Background: an optimization exercise with open tools, aiming at small area, a short achievable clock period and few clock cycles per item. Do not read the settings as production practice. In this exercise RTL edits were held to simulation tests only and were not proved equivalent to the original. Power figures rest on the tool's default switching activity, not on a simulated workload.

## strict_priority_multi_fifo_core
module strict_priority_multi_fifo_core (
	input  logic        clk,
	input  logic        arst_n,
	input  logic        s_tvalid,
	output logic        s_tready,
	input  logic [23:0] s_tdata,
	input  logic [0:0]  s_tuser,
	output logic        m_tvalid,
	input  logic        m_tready,
	output logic [23:0] m_tdata,
	output logic [2:0]  m_tuser
);
Size in the first run: ~2800 cells after synthesis, about 1400 flip-flops, ~58 I/O pins.
clock: 6.0 ns
lec_check: 0
cap_margin: 20
core_margin: 2
core_utilization: 65
cts_cluster_diameter: 80
cts_cluster_size: 24
setup_slack_margin: 3.3
slew_margin: 20
run.sh (not shown) runs the stock make flow with config.mk's settings and CLKGATE_MAP_FILE= SYNTH_SCRIPT=/design/flow/synth_recipe.tcl, a recipe that flattens the netlist after the stock synthesis.
The starting point passed the timing, design-rule and antenna checks.
Testbench counts at the start, summed over its fixed seeds: cycles 12,016, items 12,000.
Edit:
--- a/flow/config.mk
+++ b/flow/config.mk
@@ -8,5 +8,5 @@
 export CAP_MARGIN = 20
 export CORE_MARGIN = 2
-export CORE_UTILIZATION = 65
+export CORE_UTILIZATION = 55
 export CTS_CLUSTER_DIAMETER = 80
 export CTS_CLUSTER_SIZE = 24
The new run passed the timing, design-rule and antenna checks.
Hold slack gets better by 0.010 ns.
Design area stays flat.
Utilization fell by 11 points.
Area after synthesis does not change.
Sequential power hardly moves.
Via count went down by 2.2%.
Die area rises by 18%.

* * *

The RTL this note starts from:
==> flow/design.v <==
package spmf_pkg;
	localparam int LEVELS      = 5;
	localparam int LEVEL_DEPTH = 16;
	localparam int PAYLOAD_W   = 16;
	localparam logic [2:0] ST_PUSHED   = 3'd0;
	localparam logic [2:0] ST_BAD_PRIO = 3'd1;
	localparam logic [2:0] ST_FULL     = 3'd2;
	localparam logic [2:0] ST_POPPED   = 3'd3;
	localparam logic [2:0] ST_EMPTY    = 3'd4;
	localparam int RES_W = 22;
endpackage
module spmf_ctrl (
	input  logic        clk,
	input  logic        arst_n,
	input  logic [7:0]  prio,
	input  logic        busy_nx,   
	output logic        ready,
	output logic [4:0]  lvl        
);
	always_comb begin
		for (int l = 0; l < 5; l++) begin
			lvl[l] = (prio == 8'(l + 1));
		end
	end
	always_ff @(posedge clk or negedge arst_n) begin
		if (!arst_n) begin
			ready <= 1'b1;
		end else begin
			ready <= !busy_nx;
		end
	end
endmodule
module spmf_ram (
	input  logic        clk,
	input  logic        arst_n,
	input  logic        push,
	input  logic        pop,
	input  logic [15:0] wdata,
	output logic        nonempty,
	output logic        nonempty_nx,
	output logic        full,
	output logic [15:0] rdata
);
	logic [15:0] mem_q [16];
	logic [15:0] ptr_q;
	logic        ne_q;
	always_ff @(posedge clk) begin
		if (push) begin
			mem_q[0] <= wdata;
			for (int i = 1; i < 16; i++) begin
				mem_q[i] <= mem_q[i-1];
			end
		end
	end
	always_ff @(posedge clk or negedge arst_n) begin
		if (!arst_n) begin
			ptr_q <= '0;
			ne_q  <= 1'b0;
		end else if (push) begin
			ptr_q <= {ptr_q[14:0], !ne_q};
			ne_q  <= 1'b1;
		end else if (pop) begin
			ptr_q <= {1'b0, ptr_q[15:1]};
			ne_q  <= !ptr_q[0];
		end
	end
	assign nonempty    = ne_q;
	assign nonempty_nx = push || (ne_q && !(pop && ptr_q[0]));
	assign full     = ptr_q[15];
	always_comb begin
		rdata = '0;
		for (int i = 0; i < 16; i++) begin
			rdata = rdata | (mem_q[i] & {16{ptr_q[i]}});
		end
	end
endmodule
module spmf_dpath (
	input  logic                        clk,
	input  logic                        arst_n,
	input  logic                        exec,
	input  logic                        cmd_pop,
	input  logic [4:0]                  cmd_lvl,
	input  logic [15:0]                 cmd_pay,
	output logic [spmf_pkg::RES_W-1:0]  res
);
	logic [4:0]  ne;
	logic [4:0]  ne_nx;
	logic [4:0]  first_nx;
	logic [4:0]  first_q;
	logic        found_q;
	logic [4:0]  fl;
	logic [15:0] rd [5];
	logic [4:0]  first;    
	logic [4:0]  push;
	logic [4:0]  pop;
	logic        found;
	logic        lvl_full;
	logic        bad;
	logic [15:0] pop_pay;
	logic [2:0]  pop_lvl;
	always_comb begin
		for (int l = 0; l < 5; l++) begin
			first_nx[l] = ne_nx[l];
			for (int k = 0; k < l; k++) begin
				if (ne_nx[k]) first_nx[l] = 1'b0;
			end
		end
	end
	always_ff @(posedge clk or negedge arst_n) begin
		if (!arst_n) begin
			first_q <= '0;
			found_q <= 1'b0;
		end else begin
			first_q <= first_nx;
			found_q <= |ne_nx;
		end
	end
	assign first    = first_q;
	assign found    = found_q;
	assign bad      = ~|cmd_lvl;
	assign lvl_full = |(cmd_lvl & fl);
	assign push     = (exec && !cmd_pop) ? (cmd_lvl & ~fl) : 5'd0;
	assign pop      = (exec && cmd_pop) ? first : 5'd0;
	for (genvar l = 0; l < 5; l++) begin : g_lvl
		spmf_ram u_lvl (
			.clk      (clk),
			.arst_n   (arst_n),
			.push     (push[l]),
			.pop      (pop[l]),
			.wdata    (cmd_pay),
			.nonempty (ne[l]),
			.nonempty_nx (ne_nx[l]),
			.full     (fl[l]),
			.rdata    (rd[l])
		);
	end
	always_comb begin
		pop_pay = '0;
		pop_lvl = '0;
		for (int l = 0; l < 5; l++) begin
			if (first[l]) begin
				pop_pay = pop_pay | rd[l];
				pop_lvl = pop_lvl | 3'(l + 1);
			end
		end
	end
	always_comb begin
		if (cmd_pop) begin
			if (found) res = {spmf_pkg::ST_POPPED, pop_lvl, pop_pay};
			else       res = {spmf_pkg::ST_EMPTY, 19'd0};
		end else if (bad) begin
			res = {spmf_pkg::ST_BAD_PRIO, 19'd0};
		end else if (lvl_full) begin
			res = {spmf_pkg::ST_FULL, 19'd0};
		end else begin
			res = {spmf_pkg::ST_PUSHED, 19'd0};
		end
	end
endmodule
module strict_priority_multi_fifo_core (
	input  logic        clk,
	input  logic        arst_n,
	input  logic        s_tvalid,
	output logic        s_tready,
	input  logic [23:0] s_tdata,
	input  logic [0:0]  s_tuser,
	output logic        m_tvalid,
	input  logic        m_tready,
	output logic [23:0] m_tdata,
	output logic [2:0]  m_tuser
);
	localparam int RW = spmf_pkg::RES_W;
	logic [4:0]    lvl;
	logic          exec;
	logic [RW-1:0] res;
	logic          out_v_q;
	logic [RW-1:0] out_q;
	logic          sk_v_q;
	logic [RW-1:0] sk_q;
	logic          out_load;
	logic          sk_v_nx;
	assign exec     = s_tvalid && s_tready;
	assign out_load = !out_v_q || m_tready;
	assign sk_v_nx  = out_load ? 1'b0 : (sk_v_q || exec);
	spmf_ctrl u_ctrl (
		.clk     (clk),
		.arst_n  (arst_n),
		.prio    (s_tdata[7:0]),
		.busy_nx (sk_v_nx),
		.ready   (s_tready),
		.lvl     (lvl)
	);
	spmf_dpath u_dpath (
		.clk     (clk),
		.arst_n  (arst_n),
		.exec    (exec),
		.cmd_pop (s_tuser[0]),
		.cmd_lvl (lvl),
		.cmd_pay (s_tdata[23:8]),
		.res     (res)
	);
	always_ff @(posedge clk or negedge arst_n) begin
		if (!arst_n) begin
			out_v_q <= 1'b0;
			sk_v_q  <= 1'b0;
		end else begin
			if (out_load) out_v_q <= sk_v_q || exec;
			sk_v_q <= sk_v_nx;
		end
	end
	always_ff @(posedge clk) begin
		if (exec) sk_q <= res;
		if (out_load) out_q <= sk_v_q ? sk_q : res;
	end
	assign m_tvalid = out_v_q;
	assign m_tdata  = {5'd0, out_q[15:0], out_q[18:16]};
	assign m_tuser  = out_q[21:19];
endmodule
==> flow/config.mk <==
export PLATFORM = sky130hd
export DESIGN_NAME = strict_priority_multi_fifo_core
export DESIGN_NICKNAME = strict_priority_multi_fifo_core
export VERILOG_FILES = /design/flow/design.v
export SDC_FILE = /design/flow/constraint.sdc
export NUM_CORES = 4
export LEC_CHECK = 0
export CAP_MARGIN = 20
export CORE_MARGIN = 2
export CORE_UTILIZATION = 70
export CTS_CLUSTER_DIAMETER = 90
export CTS_CLUSTER_SIZE = 28
export SETUP_SLACK_MARGIN = 3.6
export SLEW_MARGIN = 20
==> flow/constraint.sdc <==
create_clock -name core_clock -period 6.0 [get_ports {clk}]
set_input_delay 1.2000 -clock core_clock [delete_from_list [all_inputs] [get_ports {clk}]]
set_output_delay 1.2000 -clock core_clock [all_outputs]
set_load 0.01 [all_outputs]
Testbench counts at the start, summed over its fixed seeds: cycles 12,008, items 12,000.
Rerun with:
- CORE_UTILIZATION: 70 -> 68
- CTS_BUF_LIST: unset -> sky130_fd_sc_hd__clkbuf_8
- CTS_CLUSTER_DIAMETER: 90 -> 60
- CTS_CLUSTER_SIZE: 28 -> 16
- SETUP_SLACK_MARGIN: 3.6 -> 3.5
=> Sequential share of layout area increases by 5.5 points; die area increases by 2.9%; maximum frequency increases by 7.0%; wire length decreases by 14%; final cell count decreases by 3.2%.
Rerun with:
- CORE_UTILIZATION: 68 -> 65
- CTS_BUF_LIST: sky130_fd_sc_hd__clkbuf_8 -> unset
- CTS_CLUSTER_DIAMETER: 60 -> 80
- CTS_CLUSTER_SIZE: 16 -> 24
Final area rises by 1.7%.
Total power grows by 2.7%.
Final cell count barely changes.
Wire length increases by 3.4%.
Utilization went down by 1.9 points.
First-iteration DRC count rises by 11%.
Combinational power rises by about 7%.
Count of clock-buffer cells in the layout climbs by 1.
Rerun with:
- CORE_UTILIZATION: 65 -> 72
- CTS_CLUSTER_DIAMETER: 80 -> 90
- CTS_CLUSTER_SIZE: 24 -> 28
The changed run completed without violations.
Cell area goes down by about 2.8%.
Non-clock buffer count goes down by 57.
Synthesized area is unchanged.
Setup slack improved by 0.037 ns.
Power goes down by 4.2%.
Die area goes down by 9.6%.
Utilization goes up by 5.6 points.
Maximum frequency goes up by 1.4%.
Sequential cell count is unchanged.
Rerun with:
- CORE_UTILIZATION: 72 -> 68
Clock-buffer cell count falls by 1.
Die area is higher by a few percent.
Sequential share of layout area shrinks by 0.58 points.
Sequential power is about the same.
Routed wire length goes down slightly.
Combinational power decreases by a few percent.
Maximum frequency grows slightly.
Global-route usage went down by 1.7 points.
Worst setup slack improved by 0.024 ns.
Non-clock buffer count went up by 19.
Register-to-register slack is better by 0.03 ns.

## re-timing with driven ports
The flow's constraints put no driver on any port. The routed layouts listed below were extracted and timed again, unchanged, in two steps.
Step 1: set_driving_cell puts a clkbuf_16 on clk and a buf_2 on each other input, an assumption about the parent block.
Step 2 times the ports against the registers' clock, not the clock port: input delays grow and output delays shrink by t, the midpoint of the rising clock arrivals with the driver on.
Slacks: ideal / step 1 / step 2; pairs: ideal / step 1.
run	t (ns)	slack for setup (ns)	worst data-port slew with drivers (ns)
the first run of note 1	0.721	3.072 / 3.072 / 3.072	0.11
the second run of note 1	0.724	3.011 / 3.011 / 3.011	0.04
the first run of note 2	0.734	3.142 / 3.175 / 2.440	0.15
the second run of note 2	0.816	3.329 / 3.261 / 2.678	0.17
the third run of note 2	0.723	3.357 / 3.354 / 2.749	0.17
the fourth run of note 2	0.729	3.394 / 3.324 / 2.716	0.23
the fifth run of note 2	0.734	3.418 / 3.344 / 2.783	0.18
After both steps every run listed still meets setup and hold. For the first run of note 2, which loses most, drivers alone change the setup slack by +0.033 ns; drivers and shift together by -0.702 ns.
